From an optimization exercise on the open Yosys and OpenROAD flow, aimed at small area; shortcuts taken in it are not production practice.
In this exercise RTL edits were held to simulation tests only and were not proved equivalent to the original.
Power and IR drop assume default switching activity.

## design/flow/flow/run.sh

```bash
#!/bin/bash
# Standard ORFS layout (the standard.sh, standard synthesis unchanged),
# with these changes:
#  - after the standard synthesis, its combinational logic is re-mapped
#    for area by ABC (flow/remap.tcl); every flip-flop instance keeps its
#    name and cell type. The standard netlist is kept as std_1_2_yosys.v.
#  - port buffers use buf_1 instead of the default delay cell;
#  - CTS clusters up to 16 flip-flops per clkbuf_8 leaf buffer and inserts
#    no dummy loads.
# Each tool's output goes to a log here (make_*.log, remap.log); ORFS
# keeps each step's log under orfs/logs/.
set -euo pipefail
CTS="-sink_clustering_enable -repair_clock_nets -dont_use_dummy_load -sink_clustering_size 16 -sink_clustering_max_diameter 70 -buf_list sky130_fd_sc_hd__clkbuf_8"
ARGS=("CTS_ARGS=$CTS" "BUFFER_PORTS_ARGS=-buffer_cell sky130_fd_sc_hd__buf_1")

bash standard.sh "${ARGS[@]}" synth > make_synth.log 2>&1

R=orfs/results/$FLOW_PLATFORM/clkdiv_bank16/base
cp "$R/1_2_yosys.v" std_1_2_yosys.v
REMAP_LIB="$FLOW_HOME/platforms/$FLOW_PLATFORM/lib/sky130_fd_sc_hd__tt_025C_1v80.lib" \
REMAP_IN=std_1_2_yosys.v REMAP_OUT=remap_1_2_yosys.v \
REMAP_SCRIPT="strash;&get,-n;&deepsyn,-T,60;&put;dch,-f;map,-a;amap" \
REMAP_TOP="$FLOW_TOP" REMAP_STAT0=remap_stat_before.txt REMAP_STAT1=remap_stat_after.txt \
  yosys -c flow/remap.tcl > remap.log 2>&1
cp remap_1_2_yosys.v "$R/1_2_yosys.v"
rm -f "$R/1_synth.odb"

bash standard.sh "${ARGS[@]}" finish > make_finish.log 2>&1
```

## design/flow/flow/remap.tcl

```tcl
# Re-map the combinational logic of a mapped netlist for area; the
# flip-flop instances (names and cell types) are kept as they are.
yosys -import
set lib $::env(REMAP_LIB)
set in  $::env(REMAP_IN)
set out $::env(REMAP_OUT)
set scr $::env(REMAP_SCRIPT)
read_liberty -ignore_miss_func $lib
blackbox sky130_fd_sc_hd__df* sky130_fd_sc_hd__edf* sky130_fd_sc_hd__sdf* sky130_fd_sc_hd__dl* sky130_fd_sc_hd__sedf*
read_verilog $in
hierarchy -top $::env(REMAP_TOP)
tee -o $::env(REMAP_STAT0) stat -liberty $lib
flatten -noscopeinfo
opt_clean
abc -script +$scr -liberty $lib -dont_use *lpflow* -dont_use *probe*
setundef -zero
splitnets
opt_clean -purge
hilomap -singleton -hicell sky130_fd_sc_hd__conb_1 HI -locell sky130_fd_sc_hd__conb_1 LO
insbuf -buf sky130_fd_sc_hd__buf_4 A X
opt_clean -purge
tee -o $::env(REMAP_STAT1) stat -liberty $lib

write_verilog -noattr -nohex -nodec $out
```

## design/flow/standard.sh

```bash
#!/bin/bash
# synth_recipe.tcl (not shown) runs the flow's synth.tcl, then flattens the netlist and writes it again
# the make line also repeats each setting of config.mk as NAME=value (left out here)
make -C /OpenROAD-flow-scripts/flow DESIGN_CONFIG=/design/flow/config.mk WORK_HOME=/design/flow/orfs CLKGATE_MAP_FILE= SYNTH_SCRIPT=/design/flow/synth_recipe.tcl "${@:-finish}"
```

## design/flow/config.mk

```make
export PLATFORM = sky130hd
export DESIGN_NAME = clkdiv_bank16
export DESIGN_NICKNAME = clkdiv_bank16
export VERILOG_FILES = /design/flow/design.v
export SDC_FILE = /design/flow/constraint.sdc
export NUM_CORES = 4
export LEC_CHECK = 0
export CAP_MARGIN = 20
export CORE_MARGIN = 2
export CORE_UTILIZATION = 65
export SLEW_MARGIN = 20
```

## design/flow/constraint.sdc

```tcl
create_clock -name core_clock -period 6.5 [get_ports {clk}]
set_input_delay 1.3000 -clock core_clock [delete_from_list [all_inputs] [get_ports {clk}]]
set_output_delay 1.3000 -clock core_clock [all_outputs]
set_load 0.01 [all_outputs]
```

## design/flow/design.v

```verilog
package clkdiv_pkg;
  localparam longint unsigned CLK_FREQ_DEF = 64'd12_000_000;
  localparam int              CNT_W_DEF    = 32;
  localparam int              MIN_DIV      = 2;
  function automatic longint unsigned hz_to_div(
    input longint unsigned freq,
    input longint unsigned clk_hz
  );
    hz_to_div = (freq == 0) ? 64'd0 : clk_hz / freq;
  endfunction
endpackage
module clkdiv_channel
#(
  parameter int               CNT_W   = clkdiv_pkg::CNT_W_DEF,
  parameter logic [CNT_W-1:0] RST_DIV = CNT_W'(4)
) (
  input  logic             clk,
  input  logic             rst,
  input  logic             en,
  input  logic             sync,
  input  logic             fresh,
  input  logic             ld_valid,
  input  logic [CNT_W-1:0] ld_hm,
  input  logic [CNT_W-1:0] ld_lm,
  output logic             slot_full,
  output logic             div_clk,
  output logic             div_pulse
);
  localparam logic [CNT_W-1:0] RST_HI = RST_DIV >> 1;
  localparam logic [CNT_W-1:0] RST_HM = RST_HI - CNT_W'(1);
  localparam logic [CNT_W-1:0] RST_LM = RST_DIV - CNT_W'(1) - RST_HI;
  logic [CNT_W-1:0] y_q, y_d, y_dec, yn_q, y_cur;
  logic [CNT_W-1:0] lm_q, phm_q, plm_q;
  logic             ph_q, pv_q, pulse_q, dflt_q;
  logic             zero, fall, wrap, restart, apply, ld;
  logic [CNT_W:0]   borrow;
  assign y_q     = ~yn_q;
  assign y_cur   = fresh ? RST_HM : y_q;
  assign zero    = (y_cur == '0);
  assign fall    = en && !sync && ph_q && zero;
  assign wrap    = en && !sync && !ph_q && zero;
  assign restart = sync || wrap;
  assign apply   = pv_q && restart;
  assign ld      = ld_valid && !pv_q;
  always_comb begin
    borrow[0] = en;
    for (int b = 0; b < CNT_W; b++) begin
      y_dec[b]    = y_cur[b] ^ borrow[b];
      borrow[b+1] = !y_cur[b] & borrow[b];
    end
  end
  logic use_rst_h, sel_hp, sel_hc, sel_lp, sel_lc, sel_c;
  assign use_rst_h = dflt_q && !pv_q;
  assign sel_hp = restart && !use_rst_h;
  assign sel_hc = restart && use_rst_h;
  assign sel_lp = fall && !dflt_q;
  assign sel_lc = fall && dflt_q;
  assign sel_c  = !restart && !fall;
  assign y_d = ({CNT_W{sel_hp}} & phm_q) | ({CNT_W{sel_hc}} & RST_HM) |
               ({CNT_W{sel_lp}} & lm_q)  | ({CNT_W{sel_lc}} & RST_LM) |
               ({CNT_W{sel_c}} & y_dec);
  always_ff @(posedge clk or posedge rst) begin
    if (rst) begin
      ph_q    <= 1'b1;
      pv_q    <= 1'b0;
      pulse_q <= 1'b0;
      dflt_q  <= 1'b1;
    end else begin
      ph_q    <= restart || (ph_q && !fall);
      pv_q    <= pv_q ? !restart : ld_valid;
      pulse_q <= wrap;
      dflt_q  <= dflt_q && !apply;
    end
  end
  always_ff @(posedge clk) begin
    yn_q <= ~y_d;
    if (ld) begin
      phm_q <= ld_hm;
      plm_q <= ld_lm;
    end
    if (apply) lm_q <= plm_q;
  end
  assign slot_full = pv_q;
  assign div_clk   = ph_q;
  assign div_pulse = pulse_q;
endmodule
module clkdiv_multi_hz
#(
  parameter longint unsigned CLK_FREQ   = clkdiv_pkg::CLK_FREQ_DEF,
  parameter int              CHANNELS   = 4,
  parameter int              CNT_W      = clkdiv_pkg::CNT_W_DEF,
  parameter longint unsigned DEFAULT_HZ = 1
) (
  input  logic                clk,
  input  logic                rst,
  input  logic [CHANNELS-1:0] enable,
  input  logic                sync,
  input  logic                          cfg_valid,
  output logic                          cfg_ready,
  input  logic [((CHANNELS > 1) ? $clog2(CHANNELS) : 1)-1:0] cfg_chan,
  input  logic [CNT_W-1:0]              cfg_div,
  input  logic [CNT_W-1:0]              cfg_high,
  output logic [CHANNELS-1:0] divided_clk,
  output logic [CHANNELS-1:0] divided_pulse
);
  localparam int CH_W = (CHANNELS > 1) ? $clog2(CHANNELS) : 1;
  localparam int NSLOT = 2 ** CH_W;
  localparam longint unsigned P0 = clkdiv_pkg::hz_to_div(DEFAULT_HZ, CLK_FREQ);
  localparam logic [CNT_W-1:0] RST_DIV = CNT_W'(P0);
  localparam logic [CNT_W-1:0] ONE = CNT_W'(1);
  if (P0 < clkdiv_pkg::MIN_DIV || P0 >= (64'd1 << CNT_W)) begin : g_p0_bad
    $error("clkdiv_multi_hz: reset period out of range");
  end
  logic [CNT_W-1:0] dp, hp, sum, ld_hm, ld_lm;
  logic             carry, over;
  assign dp = {cfg_div[CNT_W-1:1], cfg_div[0] & (cfg_div[CNT_W-1:1] != '0)} |
              ((cfg_div[CNT_W-1:1] == '0) ? CNT_W'(2) : '0);
  assign hp = {cfg_high[CNT_W-1:1], cfg_high[0] | (cfg_high[CNT_W-1:1] == '0)};
  assign {carry, sum} = {1'b0, dp} + {1'b0, ~hp};
  assign over  = !carry;
  assign ld_hm = over ? dp - CNT_W'(2) : hp - ONE;
  assign ld_lm = over ? '0 : sum;
  logic [CHANNELS-1:0] full;
  logic [NSLOT-1:0]    full_pad;
  always_comb begin
    full_pad = '0;
    full_pad[CHANNELS-1:0] = full;
  end
  assign cfg_ready = ~full_pad[cfg_chan];
  logic fresh_q;
  always_ff @(posedge clk or posedge rst) begin
    if (rst) fresh_q <= 1'b1;
    else     fresh_q <= 1'b0;
  end
  for (genvar i = 0; i < CHANNELS; i++) begin : g_ch
    localparam logic [CH_W-1:0] IDX = CH_W'(i);
    logic ld;
    assign ld = cfg_valid && (cfg_chan == IDX);
    clkdiv_channel #(
      .CNT_W   (CNT_W),
      .RST_DIV (RST_DIV)
    ) u_ch (
      .clk       (clk),
      .rst       (rst),
      .en        (enable[i]),
      .sync      (sync),
      .fresh     (fresh_q),
      .ld_valid  (ld),
      .ld_hm     (ld_hm),
      .ld_lm     (ld_lm),
      .slot_full (full[i]),
      .div_clk   (divided_clk[i]),
      .div_pulse (divided_pulse[i])
    );
  end
endmodule
module clkdiv_bank16 (
  input  logic        clk,
  input  logic        rst,
  input  logic [15:0] enable,
  input  logic        sync,
  input  logic        cfg_valid,
  output logic        cfg_ready,
  input  logic [3:0]  cfg_chan,
  input  logic [15:0] cfg_div,
  input  logic [15:0] cfg_high,
  output logic [15:0] divided_clk,
  output logic [15:0] divided_pulse
);
  clkdiv_multi_hz #(
    .CLK_FREQ   (64'd12_000_000),
    .CHANNELS   (16),
    .CNT_W      (16),
    .DEFAULT_HZ (64'd3_000_000)
  ) u_div (
    .clk           (clk),
    .rst           (rst),
    .enable        (enable),
    .sync          (sync),
    .cfg_valid     (cfg_valid),
    .cfg_ready     (cfg_ready),
    .cfg_chan      (cfg_chan),
    .cfg_div       (cfg_div),
    .cfg_high      (cfg_high),
    .divided_clk   (divided_clk),
    .divided_pulse (divided_pulse)
  );
endmodule
```

==> results_dict.tcl, run 1 <==
set metrics [dict create \
    outcome "complete, no violations" \
    ctsHoldBuffers 0 \
    finalCriticalPeriod_ps 5980 \
    wirelength_microns 99600 \
    drc 0 \
    fin_tns_setup_ps 0 \
    crit_family "simple AND/OR/NAND/NOR gates" \
    synth_area_sq_mm 0.0391 \
    setup_ws_ps 523 \
    start_kind "primary input" \
    intPower_mw 9.34 \
    critPathMostFrequentCell "nand2_1" \
    crit_path_max_incr_delay_ps 450 \
    worstPathRequired_ps 6870 \
    rows 89 \
    initial_core_util 0.659 \
    switching_share 0.244 \
    dr.pass1.iters 6 \
    relSlewSlack 0.244 \
    met2_usage 0.473 \
    place_ws_ps -770 \
    crit_arrival_ps 6350 \
    use_met3 0.0934 \
    combPwrFrac 0.095 \
    io_pins 89 \
    core_sq_mm 0.0592 \
    pwr_density_cell_mw_per_mm2 288 \
    use_met1 0.474 \
    finalInstanceArea_sq_mm 0.0429 \
    n_antenna_cell 0 \
    nets 3273 \
    cts.sinks 1089 \
    setup_viol 0 \
    die_w_microns 249 \
    cts_max_path_buffers 3 \
    die_area_sq_mm 0.0621 \
    drt-vias-per-instance 6.19 \
    max-vdd-ir-drop_mv 0.185 \
    worstSetupPathType "primary input to register" \
    first_iter_violations 3374 \
    syn_avg_cell_area_sq_um 13.4 \
    dp_hpwl_microns 66200 \
    track_usage 0.323 \
    drive_gt1_frac 0.0995 \
    max_freq_mhz 167 \
    p_clk_frac 0.247 \
    ant_nets 0 \
    fin_crit_sh 0.920 \
    overflow 0 \
    wl_per_cell_microns 25.0 \
    end_kind "register" \
    vias 24700 \
    grt_pass1_wl_microns 145000 \
    p_seq_frac 0.659 \
    worstMarginPinSlew_ps 1130 \
    grt_pass1_vias 23500 \
    cp_max_fo 16 \
    place_congestion 0.911 \
    cts_made_buffers 78 \
    die_h_microns 249 \
    antenna_found_initial 7 \
    htreeDepth 3 \
    critical-path-slowest-cell "or4_1" \
    cts_tree "built" \
    fin_total_pwr_mw 12.4 \
    clk_pin_slew_ps 100 \
    root_buffer "clkbuf_8" \
    p_sw_mw 3.02 \
    place_area_sq_mm 0.0417 \
    cap_violations 0 \
    path_buf_inv 5 \
    hp-class "register to register" \
    io_buffers 88 \
    area_growth_pct 9.79 \
    synth_nets 2979 \
    p_leak_nw 14.5 \
    final_core_util 0.724 \
    final-hold-violation-count 0 \
    grt_max_degree 50 \
    skew_ps 85.1 \
    final-max-slew-violation-count 0 \
    synth_cells 2923 \
    clock_latency_ps 700 \
    busiest_layer "met1" \
    yosys_warnings 2 \
]
sequential cells by signal, indices dropped and copies added, names as in the netlist:
register / flops
u_div.g_ch.u_ch.pulse_q: 16
u_div.g_ch.u_ch.ph_q: 16
u_div.g_ch.u_ch.pv_q: 16
u_div.g_ch.u_ch.plm_q: 256
u_div.g_ch.u_ch.phm_q: 256
u_div.g_ch.u_ch.lm_q: 256
u_div.g_ch.u_ch.dflt_q: 16
u_div.fresh_q: 1
u_div.g_ch.u_ch.yn_q: 256
worst paths after layout:
check	start	endpoint	slack, ps	cells past startpoint
max in group asynchronous	rst	u_div.g_ch[13].u_ch.pv_q$_DFF_PP0_	4740	3
min in group asynchronous	rst	u_div.g_ch[7].u_ch.pulse_q$_DFF_PP0_	530	2
max	cfg_div[9]	u_div.g_ch[10].u_ch.phm_q[9]$_DFFE_PP_	520	41
min reg2reg	u_div.g_ch[11].u_ch.plm_q[11]$_DFFE_PP_	u_div.g_ch[11].u_ch.lm_q[11]$_DFFE_PP_	360	0
max reg2reg	u_div.g_ch[6].u_ch.yn_q[1]$_DFF_P_	u_div.g_ch[6].u_ch.yn_q[2]$_DFF_P_	1440	27
min	u_div.g_ch[11].u_ch.plm_q[11]$_DFFE_PP_	u_div.g_ch[11].u_ch.lm_q[11]$_DFFE_PP_	360	0
final cells by class:
class	instances	area [sq um]
clock buffer	78	1070
fill	3920	16400
inverter	350	1320
multi-input combinational	1452	7900
sequential	1089	29900
tap	773	967
timing repair buffer	246	1770
through the flow:
stage | instances | hold WS (ps)
2_1_floorplan | 2923 | 397
3_3_place_gp | 3907 | 400
3_5_place_dp | 3907 | 405
4_1_cts | 3985 | 342
5_1_grt | 3988 | 346
6_report | 3988 | 360
cells in the final DEF, fill, tap and decap left out, types with 19 or more instances in the layout:
| master | n |
|---|---|
| a21boi_0 | 22 |
| a21oi_1 | 123 |
| a222oi_1 | 105 |
| buf_1 | 87 |
| buf_12 | 19 |
| buf_4 | 137 |
| clkbuf_8 | 79 |
| clkinv_1 | 346 |
| dfrtp_1 | 32 |
| dfstp_2 | 33 |
| dfxtp_1 | 256 |
| edfxtp_1 | 768 |
| nand2_1 | 233 |
| nand3_1 | 20 |
| nor2_1 | 335 |
| nor2b_1 | 33 |
| nor3_1 | 41 |
| o211ai_1 | 24 |
| o21ai_0 | 317 |
| o22a_1 | 20 |
| o22ai_1 | 25 |
power by group through the flow:
stage | sequential, mW | clock, mW | combinational [mW]
after floorplan | 8.18 | 0 | 0.567
after global placement | 8.28 | 0 | 1.11
after detailed placement | 8.29 | 0 | 1.15
after CTS | 8.14 | 3.10 | 1.15
after global routing | 8.17 | 3.33 | 1.26
final | 8.14 | 3.05 | 1.17
timing repair:
action	CTS	global route
gates cloned	0	0
setup buffers	0	1
pin swaps	0	4
resized for setup	3	17
hold endpoints to repair	0	0
setup endpoints to repair	30	495
routing by layer:
layer | wire length (microns) | vias to the layer above
met2 | 43300 | 1384
met4 | 3130 | 6
li1 | - | 11200
met1 | 40300 | 11900
met5 | 36 | -
met3 | 12900 | 162
==> inputs of run 2 (changes only) <==
--- a/design/flow/flow/run.sh
+++ b/design/flow/flow/run.sh
@@ -20,5 +20,5 @@
 REMAP_LIB="$FLOW_HOME/platforms/$FLOW_PLATFORM/lib/sky130_fd_sc_hd__tt_025C_1v80.lib" \
 REMAP_IN=std_1_2_yosys.v REMAP_OUT=remap_1_2_yosys.v \
-REMAP_SCRIPT="strash;&get,-n;&deepsyn,-T,60;&put;dch,-f;map,-a;amap" \
+REMAP_SCRIPT="strash;&get,-n;&deepsyn,-T,180;&put;dch,-f;map,-a;amap" \
 REMAP_TOP="$FLOW_TOP" REMAP_STAT0=remap_stat_before.txt REMAP_STAT1=remap_stat_after.txt \
   yosys -c flow/remap.tcl > remap.log 2>&1
==> run 2 against run 1 <==
Compared with the run above: area after synthesis about the same; clock-buffer cell count unchanged; flip-flop and latch count unchanged; non-clock buffer count unchanged; utilization increased by 0.33 points; hold slack improved by 3.3 ps.
==> results_dict.tcl, run 2 <==
set metrics [dict create \
    p_clk_frac 0.252 \
    r2r-end "u_div.g_ch[8].u_ch.yn_q[15]$_DFF_P_" \
    die_w_microns 249 \
    mostFrequentLayoutCell "edfxtp_1" \
    synth_area_sq_mm 0.0391 \
    initial_core_util 0.660 \
    grt_pass1_vias 23600 \
    die_h_microns 249 \
    clock_latency_ps 700 \
    nets 3235 \
    cts_made_buffers 78 \
    final-hold-violation-count 0 \
    p_sw_mw 2.90 \
    synth_nets 2941 \
    htreeDepth 3 \
    outcome "complete, no violations" \
    overflow 0 \
    first_iter_violations 2905 \
    combPwrFrac 0.090 \
    switching_share 0.239 \
    track_usage 0.326 \
    instances_no_fill 3952 \
    synth_cells 2885 \
    intPower_mw 9.23 \
    hp-start "u_div.g_ch[5].u_ch.plm_q[8]$_DFFE_PP_" \
    syn_avg_cell_area_sq_um 13.5 \
    vias 24400 \
    area_growth_pct 10.2 \
    start_kind "primary input" \
    nFillCells 3846 \
    dp_hpwl_microns 66400 \
    place_ws_ps -502 \
    crit_path_max_incr_delay_ps 440 \
    grt_pass1_wl_microns 148000 \
    fin_crit_sh 0.930 \
    dr.pass1.iters 9 \
    final-max-slew-violation-count 0 \
    critical-path-slowest-cell "or4_4" \
    place_congestion 0.896 \
    end_kind "register" \
    worstMarginPinSlew_ps 1170 \
    cap_violations 0 \
    p_seq_frac 0.658 \
    worstPathRequired_ps 6900 \
    setup_viol 0 \
    worstSetupPathType "primary input to register" \
    cts_tree "built" \
    root_buffer "clkbuf_8" \
    cp_max_fo 14 \
    ant_nets 0 \
    path_buf_inv 9 \
    core_sq_mm 0.0592 \
    drt-vias-per-instance 6.18 \
    io_pins 89 \
    drive_gt1_frac 0.109 \
    p_leak_nw 14.6 \
    rows 89 \
    final_cell_mix "edfxtp_1 (768), nor2_1 (329), clkinv_1 (323)" \
    relSlewSlack 0.219 \
    wl_per_cell_microns 25.4 \
    yosys_warnings 2 \
    pwr_density_cell_mw_per_mm2 282 \
    r2r_slack_ps 1720 \
    final_core_util 0.727 \
    dp.cells 3866 \
    crit_arrival_ps 6450 \
    critPathMostFrequentCell "nand2_1" \
    cts.sinks 1089 \
    drc 0 \
    antenna_found_initial 5 \
    crit_family "compound AO/OA/AOI/OAI gates" \
    skew_ps 90.0 \
    hold_depth 0 \
    r2r_start "u_div.g_ch[8].u_ch.yn_q[0]$_DFF_P_" \
    cts_max_path_buffers 3 \
    hp-class "register to register" \
    clk_pin_slew_ps 100 \
    max-vdd-ir-drop_mv 0.241 \
    grt_max_degree 38 \
    die_area_sq_mm 0.0621 \
    wirelength_microns 100000 \
    finalCriticalPeriod_ps 6050 \
    max_freq_mhz 165 \
    reg2reg_depth 38 \
    rsz0062_at_grt "false" \
    ctsHoldBuffers 0 \
    io_buffers 88 \
    hold_end "u_div.g_ch[5].u_ch.lm_q[8]$_DFFE_PP_" \
    setup_ws_ps 454 \
]
-- run 2: area by class of cell --
class,count,area [sq um],area share
inverter,330,1270,0.0294
antenna,2,5.00,0.000116
timing repair buffer,246,1730,0.0402
clock buffer,78,1070,0.0249
multi-input combinational,1434,8180,0.190
sequential,1089,29900,0.693
tap,773,967,0.0225
-- run 2: power groups by stage --
stage	clock network, mW	logic, mW	registers [mW]
2_1_floorplan	0	0.516	8.05
3_3_place_gp	0	1.03	8.13
3_5_place_dp	0	1.07	8.13
4_1_cts	3.09	1.07	7.98
5_1_grt	3.32	1.18	8.01
6_report	3.05	1.10	7.98
-- run 2: routing by layer --
metal  vias up  track usage  share of wire
li1      11200            -              -
met1     11900        0.481           0.41
met2      1215        0.490           0.44
met3       167       0.0738           0.11
met4         2        0.102          0.032
met5         -            0        0.00012
-- run 2: worst max path at each step --
stage                start                                      to  depth (start not counted)
3_5_place_dp   cfg_div[10]   u_div.g_ch[5].u_ch.plm_q[3]$_DFFE_PP_                         37
4_1_cts        cfg_div[10]   u_div.g_ch[8].u_ch.plm_q[3]$_DFFE_PP_                         37
2_1_floorplan  cfg_div[12]   u_div.g_ch[0].u_ch.phm_q[3]$_DFFE_PP_                         34
5_1_grt        cfg_div[10]   u_div.g_ch[5].u_ch.phm_q[8]$_DFFE_PP_                         38
6_report       cfg_div[10]   u_div.g_ch[5].u_ch.plm_q[4]$_DFFE_PP_                         38
3_3_place_gp   cfg_div[10]  u_div.g_ch[11].u_ch.plm_q[2]$_DFFE_PP_                         37
-- run 2: what timing repair did --
action	4_1_cts	5_1_grt
hold endpoints to repair	0	0
endpoints found under the setup margin	0	453
resized for setup	0	8
buffers inserted	0	5
-- run 2: stage by stage --
step           hold slack [ps]  power (mW)  instance area, sq um  setup TNS (ps)
2_1_floorplan              397        8.57                 39200          -25460
3_3_place_gp               400        9.16                 41800         -100260
3_5_place_dp               405        9.20                 41900         -158300
4_1_cts                    359        12.1                 42900               0
5_1_grt                    364        12.5                 43100               0
6_report                   363        12.1                 43100               0
-- run 2: worst reg2reg max path: cells and delay by family (launching register included) --
kind	cells	cell delay [ps]
AOI/OAI and AO/OA	1	280
buffers and inverters	16	1660
DFF	1	320
and+or+nand+nor	21	2430
==> inputs of run 3 (changes only) <==
--- a/design/flow/config.mk
+++ b/design/flow/config.mk
@@ -6,6 +6,6 @@
 export NUM_CORES = 4
 export LEC_CHECK = 0
-export CAP_MARGIN = 20
+export CAP_MARGIN = 10
 export CORE_MARGIN = 2
 export CORE_UTILIZATION = 65
-export SLEW_MARGIN = 20
+export SLEW_MARGIN = 10
==> run 3 against run 2 <==
Compared with the run above: maximum frequency fell by 0.69%; sequential power barely moved; die area unchanged; non-clock buffer count up 2; final cell count barely moved; flip-flop and latch count stayed put; via count increased by 0.72%.
==> results_dict.tcl, run 3 <==
set metrics [dict create \
    p_clk_frac 0.252 \
    io_buffers 88 \
    intPower_mw 9.23 \
    finalInstanceArea_sq_mm 0.0431 \
    place_ws_ps -643 \
    die_area_sq_mm 0.0621 \
    clock_latency_ps 710 \
    ant_nets 0 \
    fin_total_pwr_mw 12.1 \
    nFillCells 3846 \
    cp_max_fo 16 \
    cts_max_path_buffers 3 \
    cts_tree "built" \
    synth_cells 2885 \
    final-max-slew-violation-count 0 \
    track_usage 0.326 \
    synth_nets 2941 \
    start_kind "primary input" \
    synth_area_sq_mm 0.0391 \
    root_buffer "clkbuf_8" \
    critPathMostFrequentCell "nand2_1" \
    core_sq_mm 0.0592 \
    first_iter_violations 3384 \
    nets 3237 \
    outcome "complete, no violations" \
    drt-vias-per-instance 6.22 \
    switching_share 0.240 \
    hp-class "register to register" \
    r2r_slack_ps 1730 \
    dr.pass1.iters 9 \
    worstPathRequired_ps 6850 \
    r2r-end "u_div.g_ch[8].u_ch.yn_q[5]$_DFF_P_" \
    grt_pass1_vias 23600 \
    dp_hpwl_microns 66300 \
    die_h_microns 249 \
    combPwrFrac 0.091 \
    wl_per_cell_microns 25.4 \
    setup_ws_ps 413 \
    worstMarginPinSlew_ps 1160 \
    hold_slack_ps 365 \
    rsz0062_at_grt "false" \
    grt_max_degree 38 \
    max_freq_mhz 164 \
    rows 89 \
    p_seq_frac 0.657 \
    cap_violations 0 \
    overflow 0 \
    relSlewSlack 0.221 \
    drive_gt1_frac 0.109 \
    final_cell_mix "edfxtp_1 (768), nor2_1 (331), clkinv_1 (323)" \
    crit_arrival_ps 6430 \
    clk_pin_slew_ps 90 \
    hold_end "u_div.g_ch[5].u_ch.lm_q[8]$_DFFE_PP_" \
    htreeDepth 3 \
    mostFrequentLayoutCell "edfxtp_1" \
    drc 0 \
    grt_pass1_wl_microns 147000 \
    vias 24600 \
    hold_depth 0 \
    finalCriticalPeriod_ps 6090 \
    multiInputGateArea_sq_mm 0.00816 \
    final_core_util 0.727 \
    io_pins 89 \
    die_w_microns 249 \
    setup_viol 0 \
    hp-start "u_div.g_ch[5].u_ch.plm_q[8]$_DFFE_PP_" \
    wirelength_microns 100000 \
    yosys_warnings 2 \
    reg2reg_depth 38 \
    pwr_density_cell_mw_per_mm2 282 \
    syn_avg_cell_area_sq_um 13.5 \
    antenna_found_initial 7 \
    area_growth_pct 10.3 \
    skew_ps 68.4 \
    cts_made_buffers 78 \
    critical-path-slowest-cell "nor2_2" \
    p_leak_nw 14.6 \
    r2r_start "u_div.g_ch[8].u_ch.yn_q[0]$_DFF_P_" \
    seqCellArea_sq_mm 0.0299 \
    fin_crit_sh 0.937 \
    cts.sinks 1089 \
    crit_path_max_incr_delay_ps 770 \
    max-vdd-ir-drop_mv 0.211 \
    final-hold-violation-count 0 \
    initial_core_util 0.660 \
    place_area_sq_mm 0.0418 \
    p_sw_mw 2.91 \
    worstSetupPathType "primary input to register" \
    end_kind "register" \
    place_congestion 0.896 \
    ctsHoldBuffers 0 \
]
## run 3: worst max path at each step
stage          cells past startpoint                                      to   startpoint  slack, ps
2_1_floorplan                     34   u_div.g_ch[0].u_ch.phm_q[3]$_DFFE_PP_  cfg_div[12]       -280
6_report                          37   u_div.g_ch[9].u_ch.plm_q[5]$_DFFE_PP_  cfg_div[10]        410
5_1_grt                           38   u_div.g_ch[5].u_ch.phm_q[8]$_DFFE_PP_  cfg_div[10]         10
4_1_cts                           37   u_div.g_ch[8].u_ch.plm_q[1]$_DFFE_PP_  cfg_div[10]         60
3_3_place_gp                      37  u_div.g_ch[11].u_ch.plm_q[2]$_DFFE_PP_  cfg_div[10]       -590
3_5_place_dp                      37   u_div.g_ch[6].u_ch.plm_q[1]$_DFFE_PP_  cfg_div[10]       -640
## run 3: repair_timing
action	4_1_cts	5_1_grt
buffers inserted	0	8
endpoints found under the setup margin	0	456
resized for setup	0	10
## run 3: worst max-delay path: cells and delay by family
| family | cells | cell delay [ps] |
|---|---|---|
| buffers and inverters | 9 | 920 |
| AND/OR/NAND/NOR | 11 | 2430 |
| AO/OA/AOI/OAI | 17 | 1740 |
## run 3: power groups by stage
stage	Sequential [mW]	Combinational (mW)	Clock, mW
after floorplan	8.05	0.516	0
after global placement	8.13	1.03	0
after detailed placement	8.14	1.06	0
after CTS	7.98	1.07	3.10
after global routing	8.01	1.18	3.33
final	7.99	1.10	3.06
## run 3: metal layers
metal,share of wire,up-vias,GRT usage
li1,-,11200,-
met1,0.40,11900,0.473
met2,0.44,1308,0.485
met3,0.12,191,0.0810
met4,0.038,2,0.119
met5,0.00013,-,0.0193
## run 3: through the flow
stage / TNS [ps] / instances
detailed placement: -158470 / 3865
CTS: 0 / 3943
finish: 0 / 3955
global route: 0 / 3955
global placement: -100260 / 3863
floorplan: -25460 / 2885
## run 3: layout make-up
type / count / share of cell area
Tap cell: 773 / 0.0224
Sequential cell: 1089 / 0.693
Clock buffer: 78 / 0.0249
Timing Repair Buffer: 248 / 0.0407
Antenna cell: 3 / 0.000174
Inverter: 330 / 0.0294
Multi-Input combinational cell: 1434 / 0.189
==> inputs of run 4 (changes only) <==
--- a/design/flow/design.v
+++ b/design/flow/design.v
@@ -32,8 +32,9 @@
   logic [CNT_W-1:0] y_q, y_d, y_dec, yn_q, y_cur;
   logic [CNT_W-1:0] lm_q, phm_q, plm_q;
-  logic             ph_q, pv_q, pulse_q, dflt_q;
+  logic             ph_q, pv_q, pulse_q, dflt_q, dflt_r;
   logic             zero, fall, wrap, restart, apply, ld;
   logic [CNT_W:0]   borrow;
   assign y_q     = ~yn_q;
+  assign dflt_q  = dflt_r || fresh;
   assign y_cur   = fresh ? RST_HM : y_q;
   assign zero    = (y_cur == '0);
@@ -65,14 +66,13 @@
       pv_q    <= 1'b0;
       pulse_q <= 1'b0;
-      dflt_q  <= 1'b1;
     end else begin
       ph_q    <= restart || (ph_q && !fall);
       pv_q    <= pv_q ? !restart : ld_valid;
       pulse_q <= wrap;
-      dflt_q  <= dflt_q && !apply;
     end
   end
   always_ff @(posedge clk) begin
-    yn_q <= ~y_d;
+    yn_q   <= ~y_d;
+    dflt_r <= dflt_q && !apply;
     if (ld) begin
       phm_q <= ld_hm;
--- a/design/flow/flow/run.sh
+++ b/design/flow/flow/run.sh
@@ -20,5 +20,5 @@
 REMAP_LIB="$FLOW_HOME/platforms/$FLOW_PLATFORM/lib/sky130_fd_sc_hd__tt_025C_1v80.lib" \
 REMAP_IN=std_1_2_yosys.v REMAP_OUT=remap_1_2_yosys.v \
-REMAP_SCRIPT="strash;&get,-n;&deepsyn,-T,180;&put;dch,-f;map,-a;amap" \
+REMAP_SCRIPT="strash;&get,-n;&deepsyn,-T,60;&put;dch,-f;map,-a;amap" \
 REMAP_TOP="$FLOW_TOP" REMAP_STAT0=remap_stat_before.txt REMAP_STAT1=remap_stat_after.txt \
   yosys -c flow/remap.tcl > remap.log 2>&1
--- a/design/flow/config.mk
+++ b/design/flow/config.mk
@@ -6,6 +6,6 @@
 export NUM_CORES = 4
 export LEC_CHECK = 0
-export CAP_MARGIN = 10
+export CAP_MARGIN = 20
 export CORE_MARGIN = 2
 export CORE_UTILIZATION = 65
-export SLEW_MARGIN = 10
+export SLEW_MARGIN = 20
==> run 4 against run 3 <==
Compared with the run above: first-iteration DRC count shrank 6.6%; area after synthesis shrank 1.5%; flip-flop and latch count is the same; power grew 9.0%; largest power group unchanged.
==> results_dict.tcl, run 4 <==
set metrics [dict create \
    pwr_density_cell_mw_per_mm2 313 \
    final-hold-violation-count 0 \
    p_leak_nw 14.0 \
    grt_max_degree 50 \
    antenna_found_initial 15 \
    rows 89 \
    first_iter_violations 3162 \
    area_growth_pct 9.68 \
    syn_avg_cell_area_sq_um 14.1 \
    rsz0062_at_grt "false" \
    p_clk_frac 0.230 \
    fin_tns_setup_ps 0 \
    crit_path_max_incr_delay_ps 270 \
    wl_per_cell_microns 25.6 \
    die_h_microns 247 \
    grt_pass1_vias 23000 \
    end_kind "register" \
    start_kind "primary input" \
    die_area_sq_mm 0.0612 \
    dr.pass1.iters 9 \
    synth_area_sq_mm 0.0385 \
    core_sq_mm 0.0588 \
    die_w_microns 247 \
    final-max-slew-violation-count 0 \
    intPower_mw 9.76 \
    cp_max_fo 16 \
    clk_pin_slew_ps 100 \
    combPwrFrac 0.135 \
    reg2reg_depth 35 \
    instances_no_fill 3782 \
    postCtsSetupBuffers 0 \
    nets 3062 \
    cts.sinks 1089 \
    drt-vias-per-instance 6.32 \
    root_buffer "clkbuf_8" \
    r2r_start "u_div.g_ch[2].u_ch.yn_q[0]$_DFF_P_" \
    r2r-end "u_div.g_ch[2].u_ch.yn_q[7]$_DFF_P_" \
    outcome "complete, no violations" \
    worstSetupPathType "primary input to register" \
    io_buffers 88 \
    finalInstanceArea_sq_mm 0.0422 \
    max-vdd-ir-drop_mv 0.276 \
    mostFrequentLayoutCell "edfxtp_1" \
    overflow 0 \
    crit_arrival_ps 6090 \
    p_sw_mw 3.48 \
    io_pins 89 \
    max_freq_mhz 176 \
    cts_made_buffers 78 \
    dp.cells 3698 \
    r2r_slack_ps 1880 \
    synth_nets 2783 \
    grt_pass1_wl_microns 142000 \
    relSlewSlack 0.191 \
    cts_max_path_buffers 3 \
    track_usage 0.322 \
    worstMarginPinSlew_ps 1210 \
    ant_nets 0 \
    place_congestion 0.831 \
    drc 0 \
    place_area_sq_mm 0.0411 \
    cap_violations 0 \
    place_ws_ps -174 \
    hold_end "u_div.g_ch[0].u_ch.lm_q[4]$_DFFE_PP_" \
    hold_depth 0 \
    path_buf_inv 5 \
    switching_share 0.263 \
    setup_ws_ps 815 \
    initial_core_util 0.655 \
    drive_gt1_frac 0.0962 \
    crit_family "compound AO/OA/AOI/OAI gates" \
    setup_viol 0 \
    hp-start "u_div.g_ch[0].u_ch.plm_q[4]$_DFFE_PP_" \
    dp_hpwl_microns 64000 \
    p_seq_frac 0.636 \
    wirelength_microns 97000 \
    ctsHoldBuffers 0 \
    vias 23900 \
    cts_tree "built" \
    critical-path-slowest-cell "nor4_2" \
    hp-class "register to register" \
    finalCriticalPeriod_ps 5690 \
    htreeDepth 3 \
    fin_crit_sh 0.875 \
    clock_latency_ps 690 \
    worstPathRequired_ps 6900 \
    yosys_warnings 2 \
    final_cell_mix "edfxtp_1 (768), clkinv_1 (345), o21ai_0 (282)" \
    skew_ps 102 \
    synth_cells 2727 \
]
==> run 4: worst reg2reg max path: cells and delay by family, from the launching register on <==
family,cells,cell delay (ps)
AO/OA/AOI/OAI,1,310
buffers and inverters,14,1470
flip-flops,1,340
AND/OR/NAND/NOR,20,2310
==> run 4: per-layer routing <==
layer,vias to the layer above,routed length (microns),part of all wire,global-route usage
met5,-,31,0.00032,0
li1,10900,-,-,-
met3,175,10800,0.11,0.0637
met2,1325,44500,0.46,0.499
met1,11500,38400,0.40,0.462
met4,4,3240,0.033,0.113
==> run 4: through the flow <==
step / utilization / power (mW) / hold slack (ps)
3_3_place_gp: 0.699 / 10.2 / 401
6_report: 0.718 / 13.2 / 377
4_1_cts: 0.718 / 13.3 / 383
5_1_grt: 0.718 / 13.7 / 386
2_1_floorplan: - / 9.45 / 397
3_5_place_dp: 0.699 / 10.3 / 405
==> run 4: repair_timing <==
| action | CTS | global route |
|---|---|---|
| resized for setup | 0 | 3 |
| endpoints found under the setup margin | 0 | 239 |
| hold endpoints to repair | 0 | 0 |
==> run 4: final cells by class <==
class,instances,area [sq um]
flip-flops and latches,1089,29800
fillers,3874,16600
multi-input cells,1258,7430
repair buffers,231,1690
inverters,348,1310
clock buffers,78,1070
well taps,773,967
diodes,5,12.5
==> run 4: worst max path at each step <==
stage | startpoint | endpoint | cells past startpoint
final | cfg_div[9] | u_div.g_ch[8].u_ch.phm_q[2]$_DFFE_PP_ | 39
after global routing | cfg_div[9] | u_div.g_ch[8].u_ch.phm_q[2]$_DFFE_PP_ | 40
after CTS | cfg_div[11] | u_div.g_ch[0].u_ch.plm_q[4]$_DFFE_PP_ | 37
after detailed placement | cfg_div[11] | u_div.g_ch[3].u_ch.plm_q[4]$_DFFE_PP_ | 37
after global placement | cfg_div[11] | u_div.g_ch[3].u_ch.plm_q[4]$_DFFE_PP_ | 37
after floorplan | cfg_div[2] | u_div.g_ch[0].u_ch.phm_q[1]$_DFFE_PP_ | 34
==> run 4: power by group through the flow <==
| stage | Sequential [mW] | Combinational [mW] | Clock [mW] |
|---|---|---|---|
| after CTS | 8.41 | 1.77 | 3.09 |
| after floorplan | 8.43 | 1.02 | 0 |
| after global placement | 8.53 | 1.69 | 0 |
| final | 8.41 | 1.79 | 3.04 |
| after global routing | 8.47 | 1.95 | 3.32 |
| after detailed placement | 8.56 | 1.77 | 0 |
==> inputs of run 5 (changes only) <==
--- a/design/flow/flow/run.sh
+++ b/design/flow/flow/run.sh
@@ -6,10 +6,10 @@
 #    name and cell type. The standard netlist is kept as std_1_2_yosys.v.
 #  - port buffers use buf_1 instead of the default delay cell;
-#  - CTS clusters up to 16 flip-flops per clkbuf_8 leaf buffer and inserts
+#  - CTS clusters up to 18 flip-flops per clkbuf_8 leaf buffer and inserts
 #    no dummy loads.
 # Each tool's output goes to a log here (make_*.log, remap.log); ORFS
 # keeps each step's log under orfs/logs/.
 set -euo pipefail
-CTS="-sink_clustering_enable -repair_clock_nets -dont_use_dummy_load -sink_clustering_size 16 -sink_clustering_max_diameter 70 -buf_list sky130_fd_sc_hd__clkbuf_8"
+CTS="-sink_clustering_enable -repair_clock_nets -dont_use_dummy_load -sink_clustering_size 18 -sink_clustering_max_diameter 70 -buf_list sky130_fd_sc_hd__clkbuf_8"
 ARGS=("CTS_ARGS=$CTS" "BUFFER_PORTS_ARGS=-buffer_cell sky130_fd_sc_hd__buf_1")
 
==> run 5 against run 4 <==
Compared with the run above: die area unchanged; maximum frequency down 0.38%; critical path depth down 1; setup slack worse by 22 ps; area after synthesis unchanged; combinational power about the same; synthesized cell count unchanged; via count down 0.40%; sequential share of layout area up 0.17 points; first-iteration DRC count up 4.1%.
==> results_dict.tcl, run 5 <==
set metrics [dict create \
    worstMarginPinSlew_ps 1150 \
    nFillCells 3870 \
    ant_nets 0 \
    cts_tree "built" \
    die_area_sq_mm 0.0612 \
    r2r_slack_ps 1940 \
    finalInstanceArea_sq_mm 0.0421 \
    place_congestion 0.831 \
    mostFrequentLayoutCell "edfxtp_1" \
    dp.cells 3698 \
    cts.sinks 1089 \
    fin_tns_setup_ps 0 \
    hp-class "register to register" \
    path_buf_inv 4 \
    worstSetupPathType "primary input to register" \
    final-max-slew-violation-count 0 \
    overflow 0 \
    nets 3055 \
    pwr_density_cell_mw_per_mm2 311 \
    hold_depth 0 \
    core_sq_mm 0.0588 \
    crit_family "compound AO/OA/AOI/OAI gates" \
    initial_core_util 0.655 \
    reg2reg_depth 38 \
    r2r-end "u_div.g_ch[0].u_ch.yn_q[4]$_DFF_P_" \
    critical-path-slowest-cell "o32a_1" \
    htreeDepth 3 \
    die_w_microns 247 \
    clk_pin_slew_ps 100 \
    skew_ps 87.8 \
    yosys_warnings 2 \
    rsz0062_at_grt "false" \
    hold_end "u_div.g_ch[10].u_ch.lm_q[15]$_DFFE_PP_" \
    wl_per_cell_microns 25.7 \
    root_buffer "clkbuf_8" \
    cap_violations 0 \
    seqCellArea_sq_mm 0.0298 \
    area_growth_pct 9.41 \
    start_kind "primary input" \
    clock_latency_ps 680 \
    final_cell_mix "edfxtp_1 (768), clkinv_1 (345), o21ai_0 (282)" \
    syn_avg_cell_area_sq_um 14.1 \
    hold_slack_ps 359 \
    cp_max_fo 16 \
    rows 89 \
    antenna_found_initial 15 \
    instances_no_fill 3772 \
    place_area_sq_mm 0.0411 \
    setup_viol 0 \
    worstPathRequired_ps 6820 \
    hp-start "u_div.g_ch[10].u_ch.plm_q[15]$_DFFE_PP_" \
    drt-vias-per-instance 6.31 \
    die_h_microns 247 \
    p_leak_nw 14.0 \
    grt_max_degree 50 \
    relSlewSlack 0.232 \
    dr.pass1.iters 6 \
    crit_arrival_ps 6030 \
    synth_area_sq_mm 0.0385 \
    r2r_start "u_div.g_ch[0].u_ch.yn_q[0]$_DFF_P_" \
    max-vdd-ir-drop_mv 0.241 \
    io_buffers 88 \
    fin_crit_sh 0.878 \
    end_kind "register" \
    cts_made_buffers 71 \
    multiInputGateArea_sq_mm 0.00743 \
    grt_pass1_vias 22800 \
    grt_pass1_wl_microns 142000 \
    outcome "complete, no violations" \
    synth_nets 2783 \
    final-hold-violation-count 0 \
    cts_max_path_buffers 3 \
    finalCriticalPeriod_ps 5710 \
    dp_hpwl_microns 64000 \
    synth_cells 2727 \
    max_freq_mhz 175 \
    drive_gt1_frac 0.0941 \
    drc 0 \
    track_usage 0.323 \
    io_pins 89 \
    wirelength_microns 96800 \
    vias 23800 \
    first_iter_violations 3291 \
    crit_path_max_incr_delay_ps 340 \
]
run 5: layout make-up:
| type | count | share of cell area |
|---|---|---|
| flip-flops and latches | 1089 | 0.706 |
| multi-input cells | 1258 | 0.176 |
| repair buffers | 231 | 0.0402 |
| clock buffers | 71 | 0.0232 |
| inverters | 348 | 0.0311 |
| diodes | 2 | 0.000119 |
| well taps | 773 | 0.0230 |
run 5: worst max path at each step:
stage                      startpoint                                       to  slack [ps]  cells past startpoint
after detailed placement  cfg_div[11]    u_div.g_ch[3].u_ch.plm_q[4]$_DFFE_PP_        -170                     37
after CTS                 cfg_div[11]    u_div.g_ch[0].u_ch.plm_q[4]$_DFFE_PP_         460                     37
after floorplan            cfg_div[2]    u_div.g_ch[0].u_ch.phm_q[1]$_DFFE_PP_         250                     34
after global placement    cfg_div[11]    u_div.g_ch[3].u_ch.plm_q[4]$_DFFE_PP_         -10                     37
after global routing       cfg_div[9]  u_div.g_ch[10].u_ch.phm_q[13]$_DFFE_PP_          20                     39
final                     cfg_div[11]  u_div.g_ch[10].u_ch.phm_q[13]$_DFFE_PP_         790                     38
run 5: timing repair:
item | 4_1_cts | 5_1_grt
endpoints found under the setup margin | 0 | 152
hold buffers | 0 | 0
gates resized for setup | 0 | 3
hold endpoints to repair | 0 | 0
setup buffers | 0 | 0
run 5: stage by stage:
stage	total power, mW	setup slack [ps]	util
final	13.1	793	0.717
after floorplan	9.45	249	-
after global routing	13.6	23.0	0.717
after CTS	13.2	462	0.716
after global placement	10.2	-14.0	0.699
after detailed placement	10.3	-174	0.699
run 5: power breakdown:
part           total (mW)  switching, mW  internal [mW]  leakage [nW]
clock network        2.93           1.94          0.989         0.510
logic                1.78           1.20          0.579          3.64
registers            8.41          0.312           8.10          9.83
total                13.1           3.45           9.67          14.0
run 5: metal layers:
metal,up-vias,part of all wire,wire (microns),global-route usage
met3,175,0.11,10500,0.0610
met5,-,0.00037,36,0
li1,10800,-,-,-
met1,11600,0.40,38400,0.466
met4,6,0.034,3330,0.111
met2,1229,0.46,44600,0.501
==> inputs of run 6 (changes only) <==
--- a/design/flow/flow/run.sh
+++ b/design/flow/flow/run.sh
@@ -20,5 +20,5 @@
 REMAP_LIB="$FLOW_HOME/platforms/$FLOW_PLATFORM/lib/sky130_fd_sc_hd__tt_025C_1v80.lib" \
 REMAP_IN=std_1_2_yosys.v REMAP_OUT=remap_1_2_yosys.v \
-REMAP_SCRIPT="strash;&get,-n;&deepsyn,-T,60;&put;dch,-f;map,-a;amap" \
+REMAP_SCRIPT="strash;&get,-n;&deepsyn,-T,60;&put;dch,-f;map,-a;amap;strash;&get,-n;&deepsyn,-T,30;&put;dch,-f;map,-a;amap" \
 REMAP_TOP="$FLOW_TOP" REMAP_STAT0=remap_stat_before.txt REMAP_STAT1=remap_stat_after.txt \
   yosys -c flow/remap.tcl > remap.log 2>&1
==> run 6 against run 5 <==
Compared with the run above: still clean on timing, DRC and antenna; area after synthesis about the same; combinational power is essentially flat; utilization increased by 0.18 points; setup slack got worse by 210 ps; final area increased by 0.26%; power about the same; clock power barely moved; clock skew shrank 16 ps; flip-flop and latch count unchanged; die area barely moved; critical path type unchanged; largest cell class unchanged; largest power group unchanged.
==> results_dict.tcl, run 6 <==
set metrics [dict create \
    outcome "complete, no violations" \
    htreeDepth 3 \
    grt_pass1_wl_microns 144000 \
    cts_tree "built" \
    clock_latency_ps 700 \
    wl_per_cell_microns 26.2 \
    ant_nets 0 \
    worstPathRequired_ps 6880 \
    crit_path_max_incr_delay_ps 460 \
    drive_gt1_frac 0.0968 \
    io_buffers 88 \
    finalCriticalPeriod_ps 5920 \
    synth_nets 2793 \
    vias 24100 \
    die_h_microns 247 \
    synth_cells 2737 \
    first_iter_violations 3456 \
    hp-class "register to register" \
    dp_hpwl_microns 64900 \
    cts_max_path_buffers 3 \
    setup_viol 0 \
    hp-start "u_div.g_ch[0].u_ch.plm_q[4]$_DFFE_PP_" \
    max_freq_mhz 169 \
    die_w_microns 247 \
    worstSetupPathType "primary input to register" \
    critPathMostFrequentCell "nand2_1" \
    fin_crit_sh 0.910 \
    r2r_slack_ps 1870 \
    start_kind "primary input" \
    final-max-slew-violation-count 0 \
    crit_arrival_ps 6300 \
    r2r-end "u_div.g_ch[1].u_ch.yn_q[3]$_DFF_P_" \
    worstMarginPinSlew_ps 1110 \
    place_congestion 0.864 \
    grt_pass1_vias 23000 \
    mostFrequentLayoutCell "edfxtp_1" \
    end_kind "register" \
    final-hold-violation-count 0 \
    relSlewSlack 0.256 \
    cts.sinks 1089 \
    synth_area_sq_mm 0.0385 \
    dr.pass1.iters 7 \
    io_pins 89 \
    critical-path-slowest-cell "or4_4" \
    setup_ws_ps 584 \
    track_usage 0.329 \
    p_leak_nw 14.0 \
    reg2reg_depth 35 \
    nets 3075 \
    overflow 0 \
    fin_tns_setup_ps 0 \
    cts_made_buffers 70 \
    core_sq_mm 0.0588 \
    rsz0062_at_grt "false" \
    drt-vias-per-instance 6.36 \
    final_cell_mix "edfxtp_1 (768), clkinv_1 (345), o21ai_0 (280)" \
    root_buffer "clkbuf_8" \
    clk_pin_slew_ps 110 \
    yosys_warnings 2 \
    area_growth_pct 9.71 \
    ctsHoldBuffers 0 \
    cap_violations 0 \
    r2r_start "u_div.g_ch[1].u_ch.yn_q[0]$_DFF_P_" \
    place_ws_ps -379 \
    antenna_found_initial 8 \
    initial_core_util 0.655 \
    nFillCells 3796 \
    rows 89 \
    syn_avg_cell_area_sq_um 14.1 \
    hold_end "u_div.g_ch[0].u_ch.lm_q[4]$_DFFE_PP_" \
    pwr_density_cell_mw_per_mm2 311 \
    hold_depth 0 \
    max-vdd-ir-drop_mv 0.239 \
    skew_ps 72.0 \
    drc 0 \
    grt_max_degree 50 \
    wirelength_microns 99500 \
    cp_max_fo 16 \
    die_area_sq_mm 0.0612 \
]
==> run 6: worst max-delay path by stage <==
stage	endpoint	from	slack, ps	cells past startpoint
detailed placement	u_div.g_ch[7].u_ch.phm_q[14]$_DFFE_PP_	cfg_div[12]	-380	40
CTS	u_div.g_ch[9].u_ch.phm_q[13]$_DFFE_PP_	cfg_div[12]	340	40
finish	u_div.g_ch[2].u_ch.phm_q[6]$_DFFE_PP_	cfg_div[12]	580	40
global route	u_div.g_ch[5].u_ch.phm_q[0]$_DFFE_PP_	cfg_div[12]	10	41
floorplan	u_div.g_ch[0].u_ch.phm_q[1]$_DFFE_PP_	cfg_div[12]	-3	36
global placement	u_div.g_ch[7].u_ch.phm_q[14]$_DFFE_PP_	cfg_div[12]	-260	40
==> run 6: worst max-delay path: cells and delay by family <==
| family | cells | cell delay [ps] |
|---|---|---|
| buffers and inverters | 4 | 590 |
| and+or+nand+nor | 23 | 2780 |
| AOI/OAI and AO/OA | 13 | 1610 |
==> run 6: cell type report <==
class | instances | area (sq um) | share of cell area
diodes | 2 | 5.00 | 0.000118
clock buffers | 70 | 963 | 0.0228
inverters | 348 | 1310 | 0.0310
multi-input cells | 1268 | 7450 | 0.176
flip-flops and latches | 1089 | 29800 | 0.704
well taps | 773 | 967 | 0.0229
repair buffers | 241 | 1780 | 0.0422
repair inverters | 1 | 7.51 | 0.000178
==> run 6: metal layers <==
layer | vias to the layer above | part of all wire | global-route usage
li1 | 10900 | - | -
met5 | - | 0.00023 | 0
met2 | 1266 | 0.46 | 0.511
met1 | 11800 | 0.40 | 0.480
met4 | 2 | 0.031 | 0.111
met3 | 169 | 0.11 | 0.0582
==> run 6: power breakdown <==
group | internal (mW) | switching, mW
sequential | 8.10 | 0.295
combinational | 0.583 | 1.23
clock | 0.976 | 1.95
total | 9.66 | 3.47
==> run 6: timing repair <==
action	CTS	global route
endpoints found under the setup margin	0	436
gates resized for setup	0	6
buffers inserted	0	3
==> run 6: through the flow <==
step	utilization	cell area [sq um]	hold slack [ps]	cells	power [mW]
2_1_floorplan	-	38500	399	2737	9.43
3_3_place_gp	0.701	41200	400	3716	10.2
3_5_place_dp	0.701	41200	405	3716	10.3
4_1_cts	0.717	42200	393	3786	13.1
5_1_grt	0.718	42200	415	3791	13.6
6_report	0.718	42200	384	3792	13.1

## separate check: timing with driven ports
The flow's constraints put no driver on any port. The routed layouts listed below were extracted and timed again, unchanged, in two steps.
Step 1: set_driving_cell puts a clkbuf_16 on clk and a buf_2 on each other input, an assumption about the parent block.
Step 2, shift: input delay + t, output delay - t, t = (earliest + latest rising clock arrival at the registers) / 2. This alone moves slack from input paths to output paths.
a / b / c = ideal / step 1 / step 2; a / b = the first two.
run	t (ns)	setup WS [ns]	worst hold slack (ns)	slew at the worst register clock pin (ns)
run 1	0.719	0.523 / 0.561 / -0.158	0.360 / 0.360 / 0.360	0.10 / 0.10
run 2	0.720	0.454 / 0.496 / -0.224	0.363 / 0.363 / 0.363	0.11 / 0.11
run 3	0.735	0.413 / 0.453 / -0.282	0.365 / 0.365 / 0.365	0.10 / 0.10
run 4	0.708	0.815 / 0.854 / 0.146	0.377 / 0.377 / 0.377	0.10 / 0.10
run 5	0.713	0.793 / 0.834 / 0.121	0.359 / 0.359 / 0.359	0.11 / 0.11
run 6	0.718	0.584 / 0.618 / -0.100	0.384 / 0.384 / 0.384	0.11 / 0.11
Met with ideal ports but missed after step 2: setup timing in run 1, run 2, run 3 and run 6. For run 3, which loses most, drivers alone change the setup slack by +0.040 ns; drivers and shift together by -0.695 ns.
